What follows belongs to an exercise in optimizing a design on an open flow for small area, a short achievable clock period and few clock cycles per item; a production flow would make more cautious choices.
The RTL was checked by simulation tests, not by an equivalence proof against the original design.
No activity file was given, so power comes from the tool's default toggle rates.

$ cat flow/config.mk
export PLATFORM = sky130hd
export DESIGN_NAME = mesh_xy_hop_and_die_crossing_counter
export DESIGN_NICKNAME = mesh_xy_hop_and_die_crossing_counter
export VERILOG_FILES = /design/flow/design.v
export SDC_FILE = /design/flow/constraint.sdc
export NUM_CORES = 4
export LEC_CHECK = 0
export CAP_MARGIN = 20
export CORE_MARGIN = 2
export CORE_UTILIZATION = 65
export SETUP_SLACK_MARGIN = 4.1
export SLEW_MARGIN = 20
export TNS_END_PERCENT = 10
$ cat flow/constraint.sdc
create_clock -name core_clock -period 8.0 [get_ports {clk}]
set_input_delay 1.6000 -clock core_clock [delete_from_list [all_inputs] [get_ports {clk}]]
set_output_delay 1.6000 -clock core_clock [all_outputs]
set_load 0.01 [all_outputs]
$ cat flow/design.v
package mxhd_pkg;
  localparam int COORD_BITS_DEF = 6;
  localparam int TOTAL_BITS_DEF = 48;
  localparam int STEP_BITS      = 6;
  localparam int TREE_BITS      = 14;
  localparam int VOL_BITS       = 32;
  localparam int CFG_IDX_BITS   = 2;
  localparam int MUL_BITS       = 7;
  localparam logic [STEP_BITS-1:0] STEP_X_RST = STEP_BITS'(4);
  localparam logic [STEP_BITS-1:0] STEP_Y_RST = STEP_BITS'(4);
  localparam logic [CFG_IDX_BITS-1:0] CFG_STEP_X     = 2'd0;
  localparam logic [CFG_IDX_BITS-1:0] CFG_STEP_Y     = 2'd1;
  localparam logic [CFG_IDX_BITS-1:0] CFG_SINGLE_DIE = 2'd2;
endpackage
module mxhd_divider #(
  parameter int COORD_BITS = mxhd_pkg::COORD_BITS_DEF
) (
  input  logic [COORD_BITS-1:0]          dividend,
  input  logic [mxhd_pkg::STEP_BITS-1:0] divisor,
  input  logic [6:0]                     low_step,   
  output logic [COORD_BITS-1:0]          low_q,
  output logic [7:1]                     ge
);
  localparam int CB = COORD_BITS;
  function automatic logic [CB-1:0] div_const(input logic [CB-1:0] x, input int d);
    logic [CB-1:0] q;
    q = '0;
    for (int v = 0; v < (1 << CB); v++) begin
      if (x == CB'(v)) begin
        q = CB'(v / d);
      end
    end
    div_const = q;
  endfunction
  function automatic logic at_least(input logic [CB-1:0] x, input logic [CB-1:0] y);
    logic lt, eq;
    lt = 1'b0;
    eq = 1'b1;
    for (int i = CB - 1; i >= 0; i--) begin
      lt = lt || (eq && y[i] && !x[i]);
      eq = eq && (y[i] == x[i]);
    end
    at_least = !lt;
  endfunction
  logic [CB-1:0] qk [1:7];
  always_comb begin
    qk[1] = dividend;
    qk[2] = dividend >> 1;
    qk[3] = div_const(dividend, 3);
    qk[4] = dividend >> 2;
    qk[5] = div_const(dividend, 5);
    qk[6] = div_const(dividend, 6);
    qk[7] = div_const(dividend, 7);
    low_q = '0;
    for (int k = 1; k <= 7; k++) begin
      ge[k] = at_least(qk[k], CB'(divisor));
      low_q = low_q | ({CB{low_step[k-1]}} & qk[k]);
    end
  end
endmodule
module mxhd_quotient #(
  parameter int COORD_BITS = mxhd_pkg::COORD_BITS_DEF
) (
  input  logic [COORD_BITS-1:0] low_q,
  input  logic [7:1]            ge,
  input  logic                  big,        
  input  logic                  en,
  output logic [COORD_BITS-1:0] quotient
);
  logic [2:0] qbig;
  always_comb begin
    qbig[2]  = ge[4];
    qbig[1]  = (ge[2] && !ge[4]) || ge[6];
    qbig[0]  = (ge[1] && !ge[2]) || (ge[3] && !ge[4]) || (ge[5] && !ge[6]) || ge[7];
    quotient = !en ? '0 : (big ? COORD_BITS'(qbig) : low_q);
  end
endmodule
module mxhd_sequencer #(
  parameter int COORD_BITS = mxhd_pkg::COORD_BITS_DEF
) (
  input  logic                  en,
  input  logic                  s_lo,
  input  logic                  s_hi,
  input  logic [COORD_BITS-1:0] qs,
  input  logic [COORD_BITS-1:0] rs,
  input  logic [COORD_BITS-1:0] qm,
  input  logic [COORD_BITS-1:0] rm,
  input  logic [COORD_BITS-1:0] qd,
  input  logic [COORD_BITS-1:0] rd,
  output logic [COORD_BITS-1:0] hops,
  output logic [COORD_BITS-1:0] cr
);
  always_comb begin
    hops = en ? ((s_hi ? rs : rd) - (s_lo ? rs : rm)) : '0;
    cr   = en ? ((s_hi ? qs : qd) - (s_lo ? qs : qm)) : '0;
  end
endmodule
module mxhd_datapath #(
  parameter int TOTAL_BITS = mxhd_pkg::TOTAL_BITS_DEF
) (
  input  logic [mxhd_pkg::MUL_BITS-1:0]                       amount,
  input  logic [mxhd_pkg::VOL_BITS-1:0]                       volume,
  output logic [mxhd_pkg::MUL_BITS+mxhd_pkg::VOL_BITS-1:0]    prod_s,
  output logic [mxhd_pkg::MUL_BITS+mxhd_pkg::VOL_BITS-1:0]    prod_c,
  input  logic [TOTAL_BITS-1:0]                               total,
  input  logic [mxhd_pkg::MUL_BITS+mxhd_pkg::VOL_BITS-1:0]    add_s,
  input  logic [mxhd_pkg::MUL_BITS+mxhd_pkg::VOL_BITS-1:0]    add_c,
  output logic [TOTAL_BITS-1:0]                               result,
  output logic                                                ovf
);
  localparam int MB = mxhd_pkg::MUL_BITS;
  localparam int PB = mxhd_pkg::MUL_BITS + mxhd_pkg::VOL_BITS;
  localparam int SW = TOTAL_BITS + 1;
  function automatic logic [2*PB-1:0] csa(input logic [PB-1:0] a, input logic [PB-1:0] b,
                                          input logic [PB-1:0] c);
    logic [PB-1:0] s, y;
    s = a ^ b ^ c;
    y = {((a & b) | (a & c) | (b & c)), 1'b0};
    csa = {s, y};
  endfunction
  logic [PB-1:0] pp [MB];
  logic [PB-1:0] s1, c1, s2, c2, s3, c3, s4, c4;
  always_comb begin
    for (int i = 0; i < MB; i++) begin
      pp[i] = PB'({32{amount[i]}} & volume) << i;
    end
    {s1, c1} = csa(pp[0], pp[1], pp[2]);
    {s2, c2} = csa(pp[3], pp[4], pp[5]);
    {s3, c3} = csa(s1, c1, s2);
    {s4, c4} = csa(s3, c3, c2);
    {prod_s, prod_c} = csa(s4, c4, pp[6]);
  end
  logic [SW-1:0] ts, tc, sum;
  always_comb begin
    ts     = {1'b0, total} ^ SW'(add_s) ^ SW'(add_c);
    tc     = {(({1'b0, total} & SW'(add_s)) | ({1'b0, total} & SW'(add_c))
              | (SW'(add_s) & SW'(add_c))), 1'b0};
    sum    = ts + tc;
    ovf    = sum[TOTAL_BITS];
    result = sum[TOTAL_BITS-1:0];
  end
endmodule
module mesh_xy_hop_and_die_crossing_counter #(
  parameter int COORD_BITS = mxhd_pkg::COORD_BITS_DEF,
  parameter int TOTAL_BITS = mxhd_pkg::TOTAL_BITS_DEF
) (
  input  logic                              clk,
  input  logic                              rst_n,
  input  logic                              in_valid,
  output logic                              in_stall,
  input  logic                              in_operation,
  input  logic [COORD_BITS-1:0]             in_src_x,
  input  logic [COORD_BITS-1:0]             in_src_y,
  input  logic [COORD_BITS-1:0]             in_dest_x,
  input  logic [COORD_BITS-1:0]             in_dest_y,
  input  logic [mxhd_pkg::VOL_BITS-1:0]     in_volume,
  input  logic                              in_last_dest,
  output logic                              out_valid,
  input  logic                              out_stall,
  output logic [TOTAL_BITS-1:0]             out_onchip_hops_total,
  output logic [TOTAL_BITS-1:0]             out_crossing_hops_total,
  output logic                              out_saturated,
  input  logic                              cfg_valid,
  output logic                              cfg_ready,
  input  logic [mxhd_pkg::CFG_IDX_BITS-1:0] cfg_index,
  input  logic [mxhd_pkg::STEP_BITS-1:0]    cfg_data
);
  localparam int CB = COORD_BITS;
  localparam int SB = mxhd_pkg::STEP_BITS;
  localparam int TB = mxhd_pkg::TREE_BITS;
  localparam int VB = mxhd_pkg::VOL_BITS;
  localparam int MB = mxhd_pkg::MUL_BITS;
  logic [SB-1:0] step_x_r, step_y_r;
  logic [8:0]    dec_x_r, dec_y_r;
  logic          single_die_r;
  function automatic logic [8:0] step_decode(input logic [SB-1:0] step);
    logic [8:0] d;
    d[8] = (step != '0);
    d[7] = (step[SB-1:3] != '0);
    for (int k = 1; k <= 7; k++) begin
      d[k-1] = (step == SB'(k));
    end
    step_decode = d;
  endfunction
  assign cfg_ready = 1'b1;
  always_ff @(posedge clk) begin
    if (!rst_n) begin
      step_x_r     <= mxhd_pkg::STEP_X_RST;
      step_y_r     <= mxhd_pkg::STEP_Y_RST;
      dec_x_r      <= step_decode(mxhd_pkg::STEP_X_RST);
      dec_y_r      <= step_decode(mxhd_pkg::STEP_Y_RST);
      single_die_r <= 1'b0;
    end else if (cfg_valid) begin
      case (cfg_index)
        mxhd_pkg::CFG_STEP_X: begin
          step_x_r <= cfg_data;
          dec_x_r  <= step_decode(cfg_data);
        end
        mxhd_pkg::CFG_STEP_Y: begin
          step_y_r <= cfg_data;
          dec_y_r  <= step_decode(cfg_data);
        end
        mxhd_pkg::CFG_SINGLE_DIE: single_die_r <= cfg_data[0];
        default: begin
        end
      endcase
    end
  end
  logic hold, adv;
  logic out_valid_r;
  logic r1_v, r1_more;
  assign hold     = out_valid_r && out_stall;
  assign adv      = !hold && !(r1_v && r1_more);
  assign in_stall = !adv;
  logic       big_x, big_y;
  logic [6:0] low_x, low_y;
  always_comb begin
    big_x = dec_x_r[7];
    big_y = dec_y_r[7];
    low_x = dec_x_r[6:0];
    low_y = dec_y_r[6:0];
  end
  logic [CB-1:0] lq_sx, lq_dx, lq_sy, lq_dy;
  logic [7:1]    ge_sx, ge_dx, ge_sy, ge_dy;
  mxhd_divider #(.COORD_BITS(CB)) u_dsx (
    .dividend(in_src_x), .divisor(step_x_r), .low_step(low_x), .low_q(lq_sx), .ge(ge_sx));
  mxhd_divider #(.COORD_BITS(CB)) u_ddx (
    .dividend(in_dest_x), .divisor(step_x_r), .low_step(low_x), .low_q(lq_dx), .ge(ge_dx));
  mxhd_divider #(.COORD_BITS(CB)) u_dsy (
    .dividend(in_src_y), .divisor(step_y_r), .low_step(low_y), .low_q(lq_sy), .ge(ge_sy));
  mxhd_divider #(.COORD_BITS(CB)) u_ddy (
    .dividend(in_dest_y), .divisor(step_y_r), .low_step(low_y), .low_q(lq_dy), .ge(ge_dy));
  logic          in_run_r, in_run_f;
  logic [CB-1:0] first_x_r, qfirst_x_r, rfirst_x_r, col_x_r;
  logic [CB-1:0] cmy_r, qcmy_r, rcmy_r, py_r, qpy_r, rpy_r;
  logic [CB-1:0] first_x_f, col_x_f, cmy_f, py_f;
  logic          s0_v, s0_op, s0_last, s0_run, s0_same;
  logic [CB-1:0] s0_sx, s0_sy, s0_dx, s0_dy;
  logic          upd_m;
  always_comb begin
    upd_m     = s0_v && s0_op;
    in_run_f  = upd_m ? !s0_last : in_run_r;
    first_x_f = (upd_m && !s0_run) ? s0_dx : first_x_r;
    col_x_f   = upd_m ? s0_dx : col_x_r;
    cmy_f     = (upd_m && !(s0_run && s0_same)) ? s0_dy : cmy_r;
    py_f      = upd_m ? s0_dy : py_r;
  end
  logic run_in, same_in, xlo_in, xhi_in, ylo_in, yhi_in, clo_in, chi_in;
  always_comb begin
    run_in  = in_operation && in_run_f;
    same_in = (in_dest_x == col_x_f);
    xlo_in  = in_src_x < (run_in ? first_x_f : in_dest_x);
    xhi_in  = in_src_x > in_dest_x;
    ylo_in  = in_src_y < ((run_in && same_in) ? cmy_f : in_dest_y);
    yhi_in  = in_src_y > in_dest_y;
    clo_in  = in_src_y < cmy_f;
    chi_in  = in_src_y > py_f;
  end
  logic          s0_xlo, s0_xhi, s0_ylo, s0_yhi, s0_clo, s0_chi;
  logic [CB-1:0] s0_lq_sx, s0_lq_dx, s0_lq_sy, s0_lq_dy;
  logic [7:1]    s0_ge_sx, s0_ge_dx, s0_ge_sy, s0_ge_dy;
  logic [VB-1:0] s0_vol;
  always_ff @(posedge clk) begin
    if (!rst_n) begin
      s0_v <= 1'b0;
    end else if (adv) begin
      s0_v <= in_valid;
    end
  end
  always_ff @(posedge clk) begin
    if (adv) begin
      s0_op    <= in_operation;
      s0_last  <= in_last_dest;
      s0_run   <= run_in;
      s0_same  <= same_in;
      s0_xlo   <= xlo_in;
      s0_xhi   <= xhi_in;
      s0_ylo   <= ylo_in;
      s0_yhi   <= yhi_in;
      s0_clo   <= clo_in;
      s0_chi   <= chi_in;
      s0_sx    <= in_src_x;
      s0_sy    <= in_src_y;
      s0_dx    <= in_dest_x;
      s0_dy    <= in_dest_y;
      s0_lq_sx <= lq_sx;
      s0_lq_dx <= lq_dx;
      s0_lq_sy <= lq_sy;
      s0_lq_dy <= lq_dy;
      s0_ge_sx <= ge_sx;
      s0_ge_dx <= ge_dx;
      s0_ge_sy <= ge_sy;
      s0_ge_dy <= ge_dy;
      s0_vol   <= in_volume;
    end
  end
  logic          en_x, en_y;
  logic [CB-1:0] qsx, qdx, qsy, qdy, rsx, rdx, rsy, rdy;
  assign en_x = dec_x_r[8] && !(s0_op && single_die_r);
  assign en_y = dec_y_r[8] && !(s0_op && single_die_r);
  mxhd_quotient #(.COORD_BITS(CB)) u_qsx (
    .low_q(s0_lq_sx), .ge(s0_ge_sx), .big(big_x), .en(en_x), .quotient(qsx));
  mxhd_quotient #(.COORD_BITS(CB)) u_qdx (
    .low_q(s0_lq_dx), .ge(s0_ge_dx), .big(big_x), .en(en_x), .quotient(qdx));
  mxhd_quotient #(.COORD_BITS(CB)) u_qsy (
    .low_q(s0_lq_sy), .ge(s0_ge_sy), .big(big_y), .en(en_y), .quotient(qsy));
  mxhd_quotient #(.COORD_BITS(CB)) u_qdy (
    .low_q(s0_lq_dy), .ge(s0_ge_dy), .big(big_y), .en(en_y), .quotient(qdy));
  logic          take_m, g_a, g_xy;
  logic [CB-1:0] qmx, rmx, mcy, qmy, rmy;
  assign take_m = adv && s0_v && s0_op;
  always_comb begin
    rsx  = s0_sx - qsx;
    rdx  = s0_dx - qdx;
    rsy  = s0_sy - qsy;
    rdy  = s0_dy - qdy;
    qmx  = s0_run ? qfirst_x_r : qdx;
    rmx  = s0_run ? rfirst_x_r : rdx;
    mcy  = (s0_run && s0_same) ? cmy_r  : s0_dy;
    qmy  = (s0_run && s0_same) ? qcmy_r : qdy;
    rmy  = (s0_run && s0_same) ? rcmy_r : rdy;
    g_a  = s0_run && !s0_same;
    g_xy = !s0_op || s0_last;
  end
  always_ff @(posedge clk) begin
    if (!rst_n) begin
      in_run_r <= 1'b0;
    end else if (take_m) begin
      in_run_r <= !s0_last;
    end
  end
  always_ff @(posedge clk) begin
    if (take_m) begin
      first_x_r  <= first_x_f;
      qfirst_x_r <= qmx;
      rfirst_x_r <= rmx;
      col_x_r    <= s0_dx;
      cmy_r      <= mcy;
      qcmy_r     <= qmy;
      rcmy_r     <= rmy;
      py_r       <= s0_dy;
      qpy_r      <= qdy;
      rpy_r      <= rdy;
    end
  end
  logic [CB-1:0] x_h, x_c, y_h, y_c, c_h, c_c;
  mxhd_sequencer #(.COORD_BITS(CB)) u_spx (
    .en(g_xy), .s_lo(s0_xlo), .s_hi(s0_xhi), .qs(qsx), .rs(rsx), .qm(qmx), .rm(rmx),
    .qd(qdx), .rd(rdx), .hops(x_h), .cr(x_c));
  mxhd_sequencer #(.COORD_BITS(CB)) u_spy (
    .en(g_xy), .s_lo(s0_ylo), .s_hi(s0_yhi), .qs(qsy), .rs(rsy), .qm(qmy), .rm(rmy),
    .qd(qdy), .rd(rdy), .hops(y_h), .cr(y_c));
  mxhd_sequencer #(.COORD_BITS(CB)) u_spc (
    .en(g_a), .s_lo(s0_clo), .s_hi(s0_chi), .qs(qsy), .rs(rsy), .qm(qcmy_r), .rm(rcmy_r),
    .qd(qpy_r), .rd(rpy_r), .hops(c_h), .cr(c_c));
  logic          s1_v, s1_op, s1_last, s1_run;
  logic [CB-1:0] s1_xh, s1_xc, s1_yh, s1_yc, s1_ch, s1_cc;
  logic [VB-1:0] s1_vol;
  always_ff @(posedge clk) begin
    if (!rst_n) begin
      s1_v <= 1'b0;
    end else if (adv) begin
      s1_v <= s0_v;
    end
  end
  always_ff @(posedge clk) begin
    if (adv) begin
      s1_op   <= s0_op;
      s1_last <= s0_last;
      s1_run  <= s0_run;
      s1_xh   <= x_h;
      s1_xc   <= x_c;
      s1_yh   <= y_h;
      s1_yc   <= y_c;
      s1_ch   <= c_h;
      s1_cc   <= c_c;
      s1_vol  <= s0_vol;
    end
  end
  logic [TB-1:0] tree_h_r, tree_c_r, base_h, base_c;
  logic [TB+1:0] sum_h, sum_c;
  logic [MB+1:0] low_h, low_c;
  logic [TB-1:0] tree_h_n, tree_c_n;
  logic          tree_ovf, s1_add, big_h, big_c;
  always_comb begin
    base_h = s1_run ? tree_h_r : '0;
    base_c = s1_run ? tree_c_r : '0;
    sum_h  = (TB + 2)'(base_h) + (TB + 2)'(s1_xh) + (TB + 2)'(s1_yh) + (TB + 2)'(s1_ch);
    sum_c  = (TB + 2)'(base_c) + (TB + 2)'(s1_xc) + (TB + 2)'(s1_yc) + (TB + 2)'(s1_cc);
    tree_h_n = sum_h[TB] ? {TB{1'b1}} : sum_h[TB-1:0];
    tree_c_n = sum_c[TB] ? {TB{1'b1}} : sum_c[TB-1:0];
    tree_ovf = s1_op && (sum_h[TB] || sum_c[TB]);
    low_h  = (MB + 2)'(base_h[MB-1:0]) + (MB + 2)'(s1_xh) + (MB + 2)'(s1_yh) + (MB + 2)'(s1_ch);
    low_c  = (MB + 2)'(base_c[MB-1:0]) + (MB + 2)'(s1_xc) + (MB + 2)'(s1_yc) + (MB + 2)'(s1_cc);
    big_h  = (base_h[TB-1:MB] != '0) || (low_h[MB+1:MB] != '0);
    big_c  = (base_c[TB-1:MB] != '0) || (low_c[MB+1:MB] != '0);
    s1_add = !s1_op || s1_last;
  end
  always_ff @(posedge clk) begin
    if (adv && s1_v && s1_op) begin
      tree_h_r <= tree_h_n;
      tree_c_r <= tree_c_n;
    end
  end
  logic [VB-1:0] r1_vol;
  logic [TB-1:0] r1_on, r1_cr, on_next, cr_next;
  logic [MB-1:0] pass_on, pass_cr;
  logic          r1_ovf, r1_big_on, r1_big_cr;
  always_comb begin
    r1_big_on = (r1_on[TB-1:MB] != '0);
    r1_big_cr = (r1_cr[TB-1:MB] != '0);
    r1_more   = r1_big_on || r1_big_cr;
    on_next   = r1_big_on ? r1_on - TB'({MB{1'b1}}) : '0;
    cr_next   = r1_big_cr ? r1_cr - TB'({MB{1'b1}}) : '0;
  end
  always_ff @(posedge clk) begin
    if (!rst_n) begin
      r1_v <= 1'b0;
    end else if (adv) begin
      r1_v <= s1_v;
    end
  end
  always_ff @(posedge clk) begin
    if (adv) begin
      r1_vol  <= s1_vol;
      r1_on   <= s1_add ? tree_h_n : '0;
      r1_cr   <= s1_add ? tree_c_n : '0;
      pass_on <= s1_add ? (low_h[MB-1:0] | {MB{big_h}}) : '0;
      pass_cr <= s1_add ? (low_c[MB-1:0] | {MB{big_c}}) : '0;
      r1_ovf  <= tree_ovf;
    end else if (!hold) begin
      r1_on   <= on_next;
      r1_cr   <= cr_next;
      pass_on <= (on_next[TB-1:MB] != '0) ? {MB{1'b1}} : on_next[MB-1:0];
      pass_cr <= (cr_next[TB-1:MB] != '0) ? {MB{1'b1}} : cr_next[MB-1:0];
    end
  end
  localparam int PB = MB + VB;
  logic          p_v, p_final, p_ovf;
  logic [PB-1:0] ps_on, pc_on, ps_cr, pc_cr, p_on_s, p_on_c, p_cr_s, p_cr_c;
  logic [TOTAL_BITS-1:0] onchip_r, cross_r, onchip_n, cross_n;
  logic                  sat_r, ovf_on, ovf_cr, full_on_r, full_cr_r;
  mxhd_datapath #(.TOTAL_BITS(TOTAL_BITS)) u_dp_on (
    .amount(pass_on), .volume(r1_vol), .prod_s(ps_on), .prod_c(pc_on),
    .total(onchip_r), .add_s(p_on_s), .add_c(p_on_c), .result(onchip_n), .ovf(ovf_on));
  mxhd_datapath #(.TOTAL_BITS(TOTAL_BITS)) u_dp_cr (
    .amount(pass_cr), .volume(r1_vol), .prod_s(ps_cr), .prod_c(pc_cr),
    .total(cross_r), .add_s(p_cr_s), .add_c(p_cr_c), .result(cross_n), .ovf(ovf_cr));
  always_ff @(posedge clk) begin
    if (!rst_n) begin
      p_v <= 1'b0;
    end else if (!hold) begin
      p_v <= r1_v;
    end
  end
  always_ff @(posedge clk) begin
    if (!hold) begin
      p_final <= !r1_more;
      p_ovf   <= r1_ovf;
      p_on_s  <= ps_on;
      p_on_c  <= pc_on;
      p_cr_s  <= ps_cr;
      p_cr_c  <= pc_cr;
    end
  end
  always_ff @(posedge clk) begin
    if (!rst_n) begin
      onchip_r    <= '0;
      cross_r     <= '0;
      sat_r       <= 1'b0;
      full_on_r   <= 1'b0;
      full_cr_r   <= 1'b0;
      out_valid_r <= 1'b0;
    end else if (!hold) begin
      out_valid_r <= p_v && p_final;
      if (p_v) begin
        onchip_r <= onchip_n;
        cross_r  <= cross_n;
        if (ovf_on) begin
          full_on_r <= 1'b1;
        end
        if (ovf_cr) begin
          full_cr_r <= 1'b1;
        end
        if (ovf_on || ovf_cr || p_ovf) begin
          sat_r <= 1'b1;
        end
      end
    end
  end
  assign out_valid               = out_valid_r;
  assign out_onchip_hops_total   = onchip_r | {TOTAL_BITS{full_on_r}};
  assign out_crossing_hops_total = cross_r | {TOTAL_BITS{full_cr_r}};
  assign out_saturated           = sat_r;
endmodule
$ cat flow/run.sh
#!/bin/bash
# synth_recipe.tcl (not shown) runs the flow's synth.tcl, then flattens the netlist and writes it again
# the make line also repeats each setting of config.mk as NAME=value (left out here)
make -C /OpenROAD-flow-scripts/flow DESIGN_CONFIG=/design/flow/config.mk WORK_HOME=/design/flow/orfs CLKGATE_MAP_FILE= SYNTH_SCRIPT=/design/flow/synth_recipe.tcl finish
==> flow_summary.toml, run 1 <==
[routing]
vias = 35000
vias_per_cell = 5.94
drtPass1Iterations = 9
drt_drc_violations_left = 0
dr.first_iter.drc_count = 2606
drtAntennaViolNets = 0
wirelength_um = 116000
wire_per_inst_um = 19.6

[setup_path]
cp-end-kind = "output port"
cp_top_family = "simple AND/OR/NAND/NOR gates"
worst-path-buf-inv = 1
category_of_the_critical_setup_timing_path = "flip-flop to output port"
cp_slowest_stage_delay_ps = 430
cells_along_the_critical_path = "nor4_4 -> nor2b_4 -> and2_2 -> nand2_1 -> nand2_2 -> nand2_8 -> dlygate4sd2_1"
worst_path_max_delay_cell = "sky130_fd_sc_hd__edfxtp_1"
worst_ep_arrival_time_ps = 2380
worst_setup_path_start_kind = "flip-flop"
cp.required_ps = 6400
worst-path-max-fanout = 5

[synth]
yosys.cell_types.count = 101
post_synthesis_sequential_element_count = 634
syn-instance-count = 4791
avgSynthCellArea_um2 = 10.1
warning_count_from_the_yosys_run = 7
synth.net_count = 5489
synth_enable_flop_cells = 498
synth-main-ff-cell = "sky130_fd_sc_hd__edfxtp_1"
seq_total_area_yosys_pct = 36.4
netlist_area_um2 = 48500
postSynth.asyncResetShare_pct = 0

[clock_network]
clock_latency_ps = 630
post_cts_hold_buffer_count = 0
cts_root_buf = "sky130_fd_sc_hd__clkbuf_16"
numClockSinks = 634
h-tree-depth = 3
cts_inserted_buffers = 72
cts_tree = "yes"
clkTransAtPathRegs_ps = 60
clock_tree.buffer_depth = 3

[sta]
grt_setup_unrepaired = "true"
clk_skew_ps = 21.3
final.period_utilization_pct = 49.7
fmax_mhz = 252
endpoints_failing_hold = 0
timing.max_slew.rel_slack_pct = 36.2
setup_viol = 0
setup_total_negative_slack_ps = 0
final-max-slew-violation-count = 0
worst_slew_pin_slew_ps = 957
timing.hold.ws_ps = 411
timing.final.crit_period_ps = 3980

[place]
gp_congestion = 0.920
placement.io_buffers = 169
postPlaceCellArea_um2 = 50800
detailed_place_hpwl_um = 82100

[pwr]
p_leak_nw = 23.2
p_per_area_nw_per_um2 = 482
power_w = 0.0260
ir_drop_mv = 0.214

[floorplan]
die_ar_um2 = 76800
core_area_um2 = 74200
die-height_um = 277
placementRows = 100
initial_utilization_pct = 65.4
boundaryPins = 171
die_w_um = 277

[finish]
fillers = 5464
fin_nets = 5558
syn2layout_area_growth_pct = 11.2
finish.instance_area_um2 = 53900
final_layout_size_suffix_gt1_share_pct = 9.21

[global_routing]
globalRouteOverflowTotal = 0
grt_pass1_wl_um = 188000
antenna_found_initial = 1
grt_start_max_net_pins = 144
track_usage_pct = 30.7
first_global_vias = 35300

[run]
cap_viol_max_count = 0

[run_status]
run_status = "no timing/DRC/antenna violations"

[min_path]
min_path_type = "flip-flop to flip-flop"
## cell usage after synthesis, types with 13 or more instances
cell	n	share of area [%]
sky130_fd_sc_hd__a211oi_1	17	0.26
sky130_fd_sc_hd__a21boi_0	47	0.73
sky130_fd_sc_hd__a21o_1	75	1.2
sky130_fd_sc_hd__a21oi_1	222	2.3
sky130_fd_sc_hd__a222oi_1	14	0.29
sky130_fd_sc_hd__a22oi_1	24	0.37
sky130_fd_sc_hd__a31oi_1	25	0.32
sky130_fd_sc_hd__and2_1	545	7.0
sky130_fd_sc_hd__and3_1	25	0.32
sky130_fd_sc_hd__buf_1	17	0.13
sky130_fd_sc_hd__buf_2	31	0.32
sky130_fd_sc_hd__clkbuf_1	214	1.7
sky130_fd_sc_hd__dfxtp_1	136	5.6
sky130_fd_sc_hd__edfxtp_1	498	31
sky130_fd_sc_hd__fa_1	406	17
sky130_fd_sc_hd__ha_1	221	5.7
sky130_fd_sc_hd__inv_1	407	3.1
sky130_fd_sc_hd__maj3_1	66	1.4
sky130_fd_sc_hd__mux2_2	27	0.63
sky130_fd_sc_hd__mux2i_1	53	1.1
sky130_fd_sc_hd__nand2_1	405	3.1
sky130_fd_sc_hd__nand2b_1	41	0.53
sky130_fd_sc_hd__nand3_1	87	0.90
sky130_fd_sc_hd__nand4_1	17	0.22
sky130_fd_sc_hd__nor2_1	223	1.7
sky130_fd_sc_hd__nor2b_1	38	0.49
sky130_fd_sc_hd__nor3_1	40	0.41
sky130_fd_sc_hd__o211ai_1	24	0.37
sky130_fd_sc_hd__o21a_1	34	0.53
sky130_fd_sc_hd__o21ai_0	306	3.2
sky130_fd_sc_hd__o21bai_1	15	0.23
sky130_fd_sc_hd__o22ai_1	13	0.17
sky130_fd_sc_hd__o31ai_1	14	0.22
sky130_fd_sc_hd__or2_2	107	1.4
sky130_fd_sc_hd__xnor2_1	100	1.8
sky130_fd_sc_hd__xor2_1	69	1.2
## sequential cells by signal (all words and copies together) (netlist names), 32 cells and up
signal	flops
p_on_s	38
p_cr_s	38
s0_vol	32
s1_vol	32
p_cr_c	34
p_on_c	34
r1_vol	32
onchip_r	48
cross_r	48
## worst register-to-register path, stage by stage, from the launching register on
cell	delay, ps
sky130_fd_sc_hd__edfxtp_1	400
sky130_fd_sc_hd__fa_1	490
sky130_fd_sc_hd__fa_1	530
sky130_fd_sc_hd__ha_1	170
sky130_fd_sc_hd__inv_1	60
sky130_fd_sc_hd__fa_1	450
sky130_fd_sc_hd__nor2b_1	110
sky130_fd_sc_hd__o21ai_0	110
sky130_fd_sc_hd__a21boi_1	200
sky130_fd_sc_hd__o21a_1	220
sky130_fd_sc_hd__o211ai_1	110
sky130_fd_sc_hd__o21a_1	110
sky130_fd_sc_hd__or3_4	370
sky130_fd_sc_hd__o21ai_0	190
sky130_fd_sc_hd__o211ai_1	110
## kinds of logic after synthesis
family | count (synthesis) | synth area share, %
AO/OA/AOI/OAI | 948 | 12.5
XOR/XNOR | 173 | 3.24
adder cells (fa/ha/maj) | 693 | 23.8
buffers and inverters | 685 | 5.39
flip-flops | 634 | 36.4
multiplexers | 80 | 1.72
other | 1 | 0.00773
AND/OR/NAND/NOR | 1577 | 16.9
## cell type report
cell class                      instances  area, um^2  share of cell area [%]
Antenna cell                            1        2.50                 0.00464
Clock buffer                           84        1920                    3.56
Clock inverter                         50         509                   0.944
Inverter                              420        1620                    3.01
Multi-Input combinational cell       3474       28600                    53.0
Sequential cell                       634       17700                    32.8
Tap cell                              969        1210                    2.25
Timing Repair Buffer                  258        2400                    4.45
## through the flow
stage	instances	utilization [%]	worst slack, ps
detailed placement	5706	68.4	2460
global placement	5706	68.4	2460
global route	5889	72.7	3920
CTS	5855	72.0	3860
finish	5890	72.7	4020
floorplan	4791	-	3930
## timing repair
action / CTS / global route
gates resized for setup: 40 / 90
buffers inserted: 13 / 34
endpoints found under the setup margin: 393 / 162
pin swaps: 5 / 21
cloned: 2 / 0
## path summary, 6_finish.rpt
path	startpoint	to	slack [ps]	depth (start not counted)
max reg2reg	s1_xh[0]	pass_on[0]	4100	14
min reg2reg	s0_vol[16]	s1_vol[16]	410	0
min	s0_vol[16]	s1_vol[16]	410	0
max	r1_on[10]	in_stall	4020	7
## layer usage
metal  up-vias  wire [um]  track usage [%]
met3       217       6070             3.53
met2      1027      58700             54.2
met5         -          0                0
met4         0       3870             11.5
li1      16400          -                -
met1     17300      47000             38.9
## report_power, final
group	leakage [nW]	internal (W)	total (W)	switching, W
logic	15.7	0.00695	0.0159	0.00897
clock network	1.17	0.00199	0.00339	0.00140
registers	6.38	0.00584	0.00669	0.000850
total	23.2	0.0148	0.0260	0.0112
## cells in the final DEF, fill, tap and decap left out, drive strengths merged, types with 87 or more instances in the layout
cell type / instances
dfxtp: 136
edfxtp: 498
and2: 546
a21oi: 224
ha: 221
inv: 408
nand2: 408
clkbuf: 89
nand3: 87
fa: 406
buf: 92
clkdlybuf4s50: 155
o21ai: 311
nor2: 223
or2: 109
xnor2: 100
Testbench counts, summed over its fixed seeds: cycles 4,152, items 4,024.
==> run 2, diff against run 1 <==
--- a/flow/config.mk
+++ b/flow/config.mk
@@ -8,6 +8,6 @@
 export CAP_MARGIN = 20
 export CORE_MARGIN = 2
 export CORE_UTILIZATION = 65
+export PLACE_DENSITY = 0.75
 export SETUP_SLACK_MARGIN = 4.1
 export SLEW_MARGIN = 20
-export TNS_END_PERCENT = 10
==> run 2 against run 1 <==
Routed wire length is 0.51% lower; power down 0.44%; first-iteration DRC count decreased by 6.4%; non-clock buffer count up 10; flip-flop and latch count did not move; area after synthesis did not move; still clean; clock skew about the same; die area is the same; via count down 0.33%; critical path depth up 4; hold slack is essentially flat.
==> flow_summary.toml, run 2 <==
[floorplan]
die_w_um = 277
initial_utilization_pct = 65.4
die_ar_um2 = 76800
die-height_um = 277
placementRows = 100
core_area_um2 = 74200
boundaryPins = 171

[finish]
final_cell_mix = "544 x sky130_fd_sc_hd__and2_1, 498 x sky130_fd_sc_hd__edfxtp_1, 401 x sky130_fd_sc_hd__fa_1, 400 x sky130_fd_sc_hd__inv_1, 397 x sky130_fd_sc_hd__nand2_1"
layout_top_registers = "cross_r (48), onchip_r (48)"
stdcell_count = 5893
fin_nets = 5567
commonest_non_fill_non_tap_cell_in_the_layout = "sky130_fd_sc_hd__and2_1"
num_antenna_cells = 0
final_layout_size_suffix_gt1_share_pct = 9.32
fillers = 5493
syn2layout_area_growth_pct = 11.5

[sta]
final.period_utilization_pct = 48.5
timing.max_slew.rel_slack_pct = 33.8
fmax_mhz = 258
fin_ws_ps = 4120
setup_total_negative_slack_ps = 0
clk_skew_ps = 21.2
final-max-slew-violation-count = 0
grt_setup_unrepaired = "true"
setup_viol = 0
worst_slew_pin_slew_ps = 990
endpoints_failing_hold = 0
timing.final.crit_period_ps = 3880

[pwr]
switching_share_pct = 43.1
p_leak_nw = 23.3
clock_power_share_pct = 12.3
internal_power_w = 0.0147
portion_of_total_power_attributed_to_sequential_cells_pct = 26.3
ir_drop_mv = 0.248
share_comb_of_total_power_pct = 61.4
power.switching_w = 0.0112
p_per_area_nw_per_um2 = 479

[global_routing]
grt_most_used_layer = "met2"
first_global_vias = 34800
track_usage_pct = 30.1
antenna_found_initial = 2
globalRouteOverflowTotal = 0
grtUsageMet3_pct = 3.08
global_route.usage.met1_pct = 39.1
grt_pass1_wl_um = 185000
grtUsageMet2_pct = 52.3
grt_start_max_net_pins = 142

[run_status]
run_status = "no timing/DRC/antenna violations"

[place]
placement.io_buffers = 169
detailed_place_hpwl_um = 82600
post-place-cells = 5703
pre_cts_slack_ps = 2400
gp_congestion = 0.928

[setup_path]
cp_slowest_stage_delay_ps = 470
worst_r2r_startpoint = "p_on_s[22]"
cp_top_family = "adder cells"
reg2reg_slack_ps = 4210
cells_along_the_critical_path = "clkdlybuf4s50_1 -> buf_6 -> clkinvlp_4 -> nand2_1 -> o21ai_0 -> a22oi_1 -> nand3_1 -> maj3_1 -> maj3_1 -> maj3_1 -> nor2b_1"
category_of_the_critical_setup_timing_path = "primary input to flip-flop"
worst_ep_arrival_time_ps = 4250
cp-end-kind = "flip-flop"
worst-path-buf-inv = 3
timing_endpoint_of_the_critical_path = "s0_ge_dy[7]"
r2r.worst_path.cells = 12
worst_path_max_delay_cell = "sky130_fd_sc_hd__clkdlybuf4s50_1"
cp.required_ps = 8360
worst_setup_path_start_kind = "primary input"
most_used_cell_along_the_critical_path = "sky130_fd_sc_hd__maj3_1"
path_depth = 11
crit-reg2reg-capture = "onchip_r[29]"
worst-path-max-fanout = 24
timing.critical_path.from = "in_dest_y[5]"

[clock_network]
post_cts_hold_buffer_count = 0
clock_tree.buffer_depth = 3
cts_tree = "yes"
cts_root_buf = "sky130_fd_sc_hd__clkbuf_16"
clock_latency_ps = 610
clkTransAtPathRegs_ps = 60
h-tree-depth = 3
numClockSinks = 634
cts_inserted_buffers = 71

[run]
cap_viol_max_count = 0

[routing]
wire_per_inst_um = 19.5
wirelength_um = 115000
dr.first_iter.drc_count = 2440
drtPass1Iterations = 6
drt_drc_violations_left = 0
vias_per_cell = 5.92
drtAntennaViolNets = 0
vias = 34900

[synth]
synth-main-ff-cell = "sky130_fd_sc_hd__edfxtp_1"
seq_total_area_yosys_pct = 36.4
synthMostInstantiatedCell = "sky130_fd_sc_hd__and2_1"
synth_top_cell_by_area = "sky130_fd_sc_hd__edfxtp_1"
netlist_top_cells_count = "545 x sky130_fd_sc_hd__and2_1, 498 x sky130_fd_sc_hd__edfxtp_1, 407 x sky130_fd_sc_hd__inv_1"
warning_count_from_the_yosys_run = 7
syn-instance-count = 4791
postSynth.asyncResetShare_pct = 0
synth_enable_flop_cells = 498
netlist_area_um2 = 48500
post_synthesis_sequential_element_count = 634
synthTopCellsByArea = "sky130_fd_sc_hd__edfxtp_1 31%, sky130_fd_sc_hd__fa_1 17%, sky130_fd_sc_hd__and2_1 7.0%"
yosysTopAreaCellShare_pct = 30.8
avgSynthCellArea_um2 = 10.1
synth.net_count = 5489
yosys.cell_types.count = 101

[min_path]
min_path_type = "flip-flop to flip-flop"
-- run 2: cell counts after synthesis --
Identical to the previous run, type by type.
-- run 2: worst register-to-register path, stage by stage, from the launching register on --
cell	delay [ps]
sky130_fd_sc_hd__edfxtp_1	400
sky130_fd_sc_hd__fa_1	540
sky130_fd_sc_hd__ha_1	400
sky130_fd_sc_hd__and2_1	190
sky130_fd_sc_hd__a221oi_1	370
sky130_fd_sc_hd__nand2_1	180
sky130_fd_sc_hd__o31ai_4	410
sky130_fd_sc_hd__nand2_1	140
sky130_fd_sc_hd__or2_2	290
sky130_fd_sc_hd__a21oi_1	200
sky130_fd_sc_hd__xor2_1	250
sky130_fd_sc_hd__o21ai_0	120
sky130_fd_sc_hd__and2_1	200
-- run 2: worst min path at each step --
stage | startpoint | cells after the start | slack (ps) | to
2_1_floorplan | r1_ovf | 0 | 400 | p_ovf
5_1_grt | s1_vol[5] | 0 | 410 | r1_vol[5]
3_3_place_gp | s0_vol[1] | 0 | 400 | s1_vol[1]
4_1_cts | s0_vol[6] | 0 | 410 | s1_vol[6]
6_report | s1_vol[5] | 0 | 410 | r1_vol[5]
3_5_place_dp | s1_vol[27] | 0 | 400 | r1_vol[27]
-- run 2: cell families after synthesis --
logic type	Yosys count	share of synthesized area (%)
AO/OA/AOI/OAI	948	12.5
XOR/XNOR	173	3.24
adder cells (fa/ha/maj)	693	23.8
buffers and inverters	685	5.39
flip-flops	634	36.4
multiplexers	80	1.72
other	1	0.00773
AND/OR/NAND/NOR	1577	16.9
-- run 2: layer usage --
metal,routed length [um],part of all wire (%)
met3,5170,4.5
met2,57500,50
met4,4220,3.7
met5,0,0
met1,48100,42
-- run 2: cell type report --
| class | count | area (um^2) | area share, % |
|---|---|---|---|
| Multi-Input combinational cell | 3474 | 28700 | 53.1 |
| Inverter | 420 | 1620 | 3.00 |
| Sequential cell | 634 | 17700 | 32.7 |
| Clock inverter | 22 | 161 | 0.299 |
| Clock buffer | 106 | 2090 | 3.87 |
| Tap cell | 969 | 1210 | 2.24 |
| Timing Repair Buffer | 268 | 2580 | 4.78 |
-- run 2: timing repair --
item	CTS	global route
endpoints found under the setup margin	356	101
pin swaps	14	29
setup buffers	26	31
gates resized for setup	68	103
cloned	2	0
-- run 2: per-stage QoR --
stage	hold slack, ps	power (W)	util [%]	instance area [um^2]
2_1_floorplan	400	0.0182	-	48600
3_3_place_gp	401	0.0215	68.3	50700
3_5_place_dp	405	0.0223	68.5	50800
4_1_cts	409	0.0257	72.1	53500
5_1_grt	413	0.0286	72.9	54100
6_report	412	0.0259	72.9	54100
-- run 2: power by group through the flow --
stage	Clock (W)	Combinational [W]	Sequential [W]
3_5_place_dp	0	0.0154	0.00691
4_1_cts	0.00323	0.0156	0.00686
2_1_floorplan	0	0.0119	0.00629
5_1_grt	0.00337	0.0183	0.00693
3_3_place_gp	0	0.0145	0.00694
6_report	0.00319	0.0159	0.00681
==> run 3, diff against run 2 <==
--- a/flow/config.mk
+++ b/flow/config.mk
@@ -7,7 +7,6 @@
 export LEC_CHECK = 0
 export CAP_MARGIN = 20
 export CORE_MARGIN = 2
-export CORE_UTILIZATION = 65
-export PLACE_DENSITY = 0.75
-export SETUP_SLACK_MARGIN = 4.1
+export CORE_UTILIZATION = 75
+export SETUP_SLACK_MARGIN = 4.3
 export SLEW_MARGIN = 20
==> run 3 against run 2 <==
Cell area grew 2.3%; highest routed layer is now met5; via count grew 6.7%; first-iteration DRC count grew 63%; critical endpoint is now in_stall; synthesized cell count is the same; maximum frequency shrank 0.18%; clock power grew 3%; cell count shrank 0.81%; area after synthesis is the same; utilization grew 13 points; non-clock buffer count grew 67; flip-flop and latch count is the same.
==> flow_summary.toml, run 3 <==
[synth]
synth.net_count = 5489
netlist_area_um2 = 48500
warning_count_from_the_yosys_run = 7
yosys.cell_types.count = 101
postSynth.asyncResetShare_pct = 0
yosysTopAreaCellShare_pct = 30.8
avgSynthCellArea_um2 = 10.1
synthTopCellsByArea = "sky130_fd_sc_hd__edfxtp_1 31%, sky130_fd_sc_hd__fa_1 17%, sky130_fd_sc_hd__and2_1 7.0%"
synth_enable_flop_cells = 498
synthMostInstantiatedCell = "sky130_fd_sc_hd__and2_1"
seq_total_area_yosys_pct = 36.4
synth_top_cell_by_area = "sky130_fd_sc_hd__edfxtp_1"
synth-main-ff-cell = "sky130_fd_sc_hd__edfxtp_1"
post_synthesis_sequential_element_count = 634
syn-instance-count = 4791
netlist_top_cells_count = "545 x sky130_fd_sc_hd__and2_1, 498 x sky130_fd_sc_hd__edfxtp_1, 407 x sky130_fd_sc_hd__inv_1"

[finish]
commonest_non_fill_non_tap_cell_in_the_layout = "sky130_fd_sc_hd__and2_1"
final_layout_size_suffix_gt1_share_pct = 12.8
syn2layout_area_growth_pct = 14.0
layout_top_registers = "cross_r (48), onchip_r (48)"
fin_nets = 5632
final_cell_mix = "543 x sky130_fd_sc_hd__and2_1, 498 x sky130_fd_sc_hd__edfxtp_1, 398 x sky130_fd_sc_hd__fa_1, 392 x sky130_fd_sc_hd__nand2_1, 390 x sky130_fd_sc_hd__inv_1"

[sta]
clk_skew_ps = 37.5
worst_slew_pin_slew_ps = 1150
final.period_utilization_pct = 48.6
timing.final.crit_period_ps = 3890
fmax_mhz = 257
grt_setup_unrepaired = "true"
fin_ws_ps = 4110
endpoints_failing_hold = 0
timing.max_slew.rel_slack_pct = 23.4
setup_viol = 0
final-max-slew-violation-count = 0
setup_total_negative_slack_ps = 0

[floorplan]
die_ar_um2 = 66700
placementRows = 93
die_w_um = 258
core_area_um2 = 64200
initial_utilization_pct = 75.5
boundaryPins = 171
die-height_um = 258

[routing]
drtPass1Iterations = 6
wire_per_inst_um = 21.7
dr.first_iter.drc_count = 3968
vias_per_cell = 6.37
wirelength_um = 127000
drt_drc_violations_left = 0
drtAntennaViolNets = 0
vias = 37200

[min_path]
min_path_type = "flip-flop to flip-flop"

[global_routing]
grt_pass1_wl_um = 191000
first_global_vias = 36800
antenna_found_initial = 2
globalRouteOverflowTotal = 0
grt_start_max_net_pins = 147
track_usage_pct = 36.0

[clock_network]
cts_inserted_buffers = 69
clock_latency_ps = 630
cts_root_buf = "sky130_fd_sc_hd__clkbuf_16"
clkTransAtPathRegs_ps = 70
numClockSinks = 634
clock_tree.buffer_depth = 3
cts_tree = "yes"
h-tree-depth = 3
post_cts_hold_buffer_count = 0

[pwr]
p_leak_nw = 23.8
ir_drop_mv = 0.254
p_per_area_nw_per_um2 = 499

[setup_path]
cp-end-kind = "output port"
worst_setup_path_start_kind = "flip-flop"
category_of_the_critical_setup_timing_path = "flip-flop to output port"
worst_ep_arrival_time_ps = 2290
worst-path-max-fanout = 3
cp.required_ps = 6400

[run]
cap_viol_max_count = 0

[place]
detailed_place_hpwl_um = 82000
placement.io_buffers = 169
pre_cts_slack_ps = 2630
gp_congestion = 0.931

[run_status]
run_status = "no timing/DRC/antenna violations"
[run 3: timing repair]
| action | CTS | global route |
|---|---|---|
| setup endpoints to repair | 413 | 194 |
| gates cloned | 3 | 7 |
| pin swaps | 40 | 104 |
| hold endpoints to repair | 0 | 0 |
| gates resized for setup | 149 | 223 |
| setup buffers | 61 | 60 |
[run 3: logic make-up after synthesis]
logic type	after synthesis	synth area share, %
AND/OR/NAND/NOR	1577	16.9
AO/OA/AOI/OAI	948	12.5
adder cells (fa/ha/maj)	693	23.8
buffers and inverters	685	5.39
flip-flops	634	36.4
XOR/XNOR	173	3.24
multiplexers	80	1.72
other	1	0.00773
[run 3: final cells by class]
class                           instances  area [um^2]
Clock buffer                           91         1880
Antenna cell                            1         2.50
Tap cell                              855         1070
Multi-Input combinational cell       3474        29300
Timing Repair Buffer                  335         3330
Sequential cell                       634        17700
Clock inverter                         35          398
Fill cell                            3203         8950
Inverter                              420         1630
[run 3: critical path, stage by stage (launching register included)]
cell	delay (ps)
sky130_fd_sc_hd__edfxtp_1	460
sky130_fd_sc_hd__nor4_4	320
sky130_fd_sc_hd__nor2b_4	210
sky130_fd_sc_hd__nor3b_4	240
sky130_fd_sc_hd__nand2_2	110
sky130_fd_sc_hd__nand2_4	110
sky130_fd_sc_hd__nand2_8	70
sky130_fd_sc_hd__clkbuf_2	140
[run 3: path summary, 6_finish.rpt]
kind | from | endpoint | slack, ps | cells after the start
max reg2reg | s1_xc[1] | r1_cr[13] | 4130 | 15
max | r1_cr[11] | in_stall | 4110 | 7
min | s1_vol[17] | r1_vol[17] | 420 | 0
min reg2reg | s1_vol[17] | r1_vol[17] | 420 | 0
[run 3: stage by stage]
| step | hold slack [ps] | power, W | instances | cell area (um^2) | utilization, % |
|---|---|---|---|---|---|
| floorplan | 400 | 0.0182 | 4791 | 48700 | - |
| global placement | 401 | 0.0213 | 5583 | 50600 | 78.8 |
| detailed placement | 405 | 0.0224 | 5583 | 50600 | 78.8 |
| CTS | 410 | 0.0263 | 5773 | 53800 | 83.8 |
| global route | 421 | 0.0299 | 5844 | 55300 | 86.1 |
| finish | 415 | 0.0276 | 5845 | 55300 | 86.1 |
[run 3: layer usage]
metal	global-route usage, %	vias to the layer above	wire length, um
met3	4.39	470	9320
met2	63.6	1938	64400
met5	0	-	13
li1	-	16600	-
met4	16.7	2	6280
met1	44.6	18200	46700
[run 3: power breakdown]
group	switching [W]	internal, W
sequential	0.00101	0.00585
combinational	0.00976	0.00770
clock	0.00135	0.00192
total	0.0121	0.0155

==> separate check: timing with driven ports <==
The results above use ideal ports. As a check the final layouts listed here were re-extracted and re-timed, cells and wires unchanged.
Step 1: set_driving_cell puts a clkbuf_16 on clk and a buf_2 on each other input, an assumption about the parent block.
Step 2 moves the port delays by t, midway between the first and last clock arrival at a register: inputs arrive t later, outputs are due t later. That takes back most of the time a late clock gives input paths.
Three values: ideal ports, drivers, drivers and shift; two values: the first two.
run | t, ns | setup WS [ns] | worst setup path at the end | clock arrival spread, ns
run 1 | 0.685 | 4.024 / 3.954 / 3.510 | input to register | 0.021 / 0.021
run 2 | 0.671 | 4.119 / 4.127 / 3.494 | input to register | 0.021 / 0.021
run 3 | 0.680 | 4.112 / 4.044 / 3.774 | input to register | 0.037 / 0.037
After both steps setup and hold are still met in every run listed. The setup slack of run 2, which loses most, moves by +0.008 ns with the drivers and by -0.625 ns with both steps.
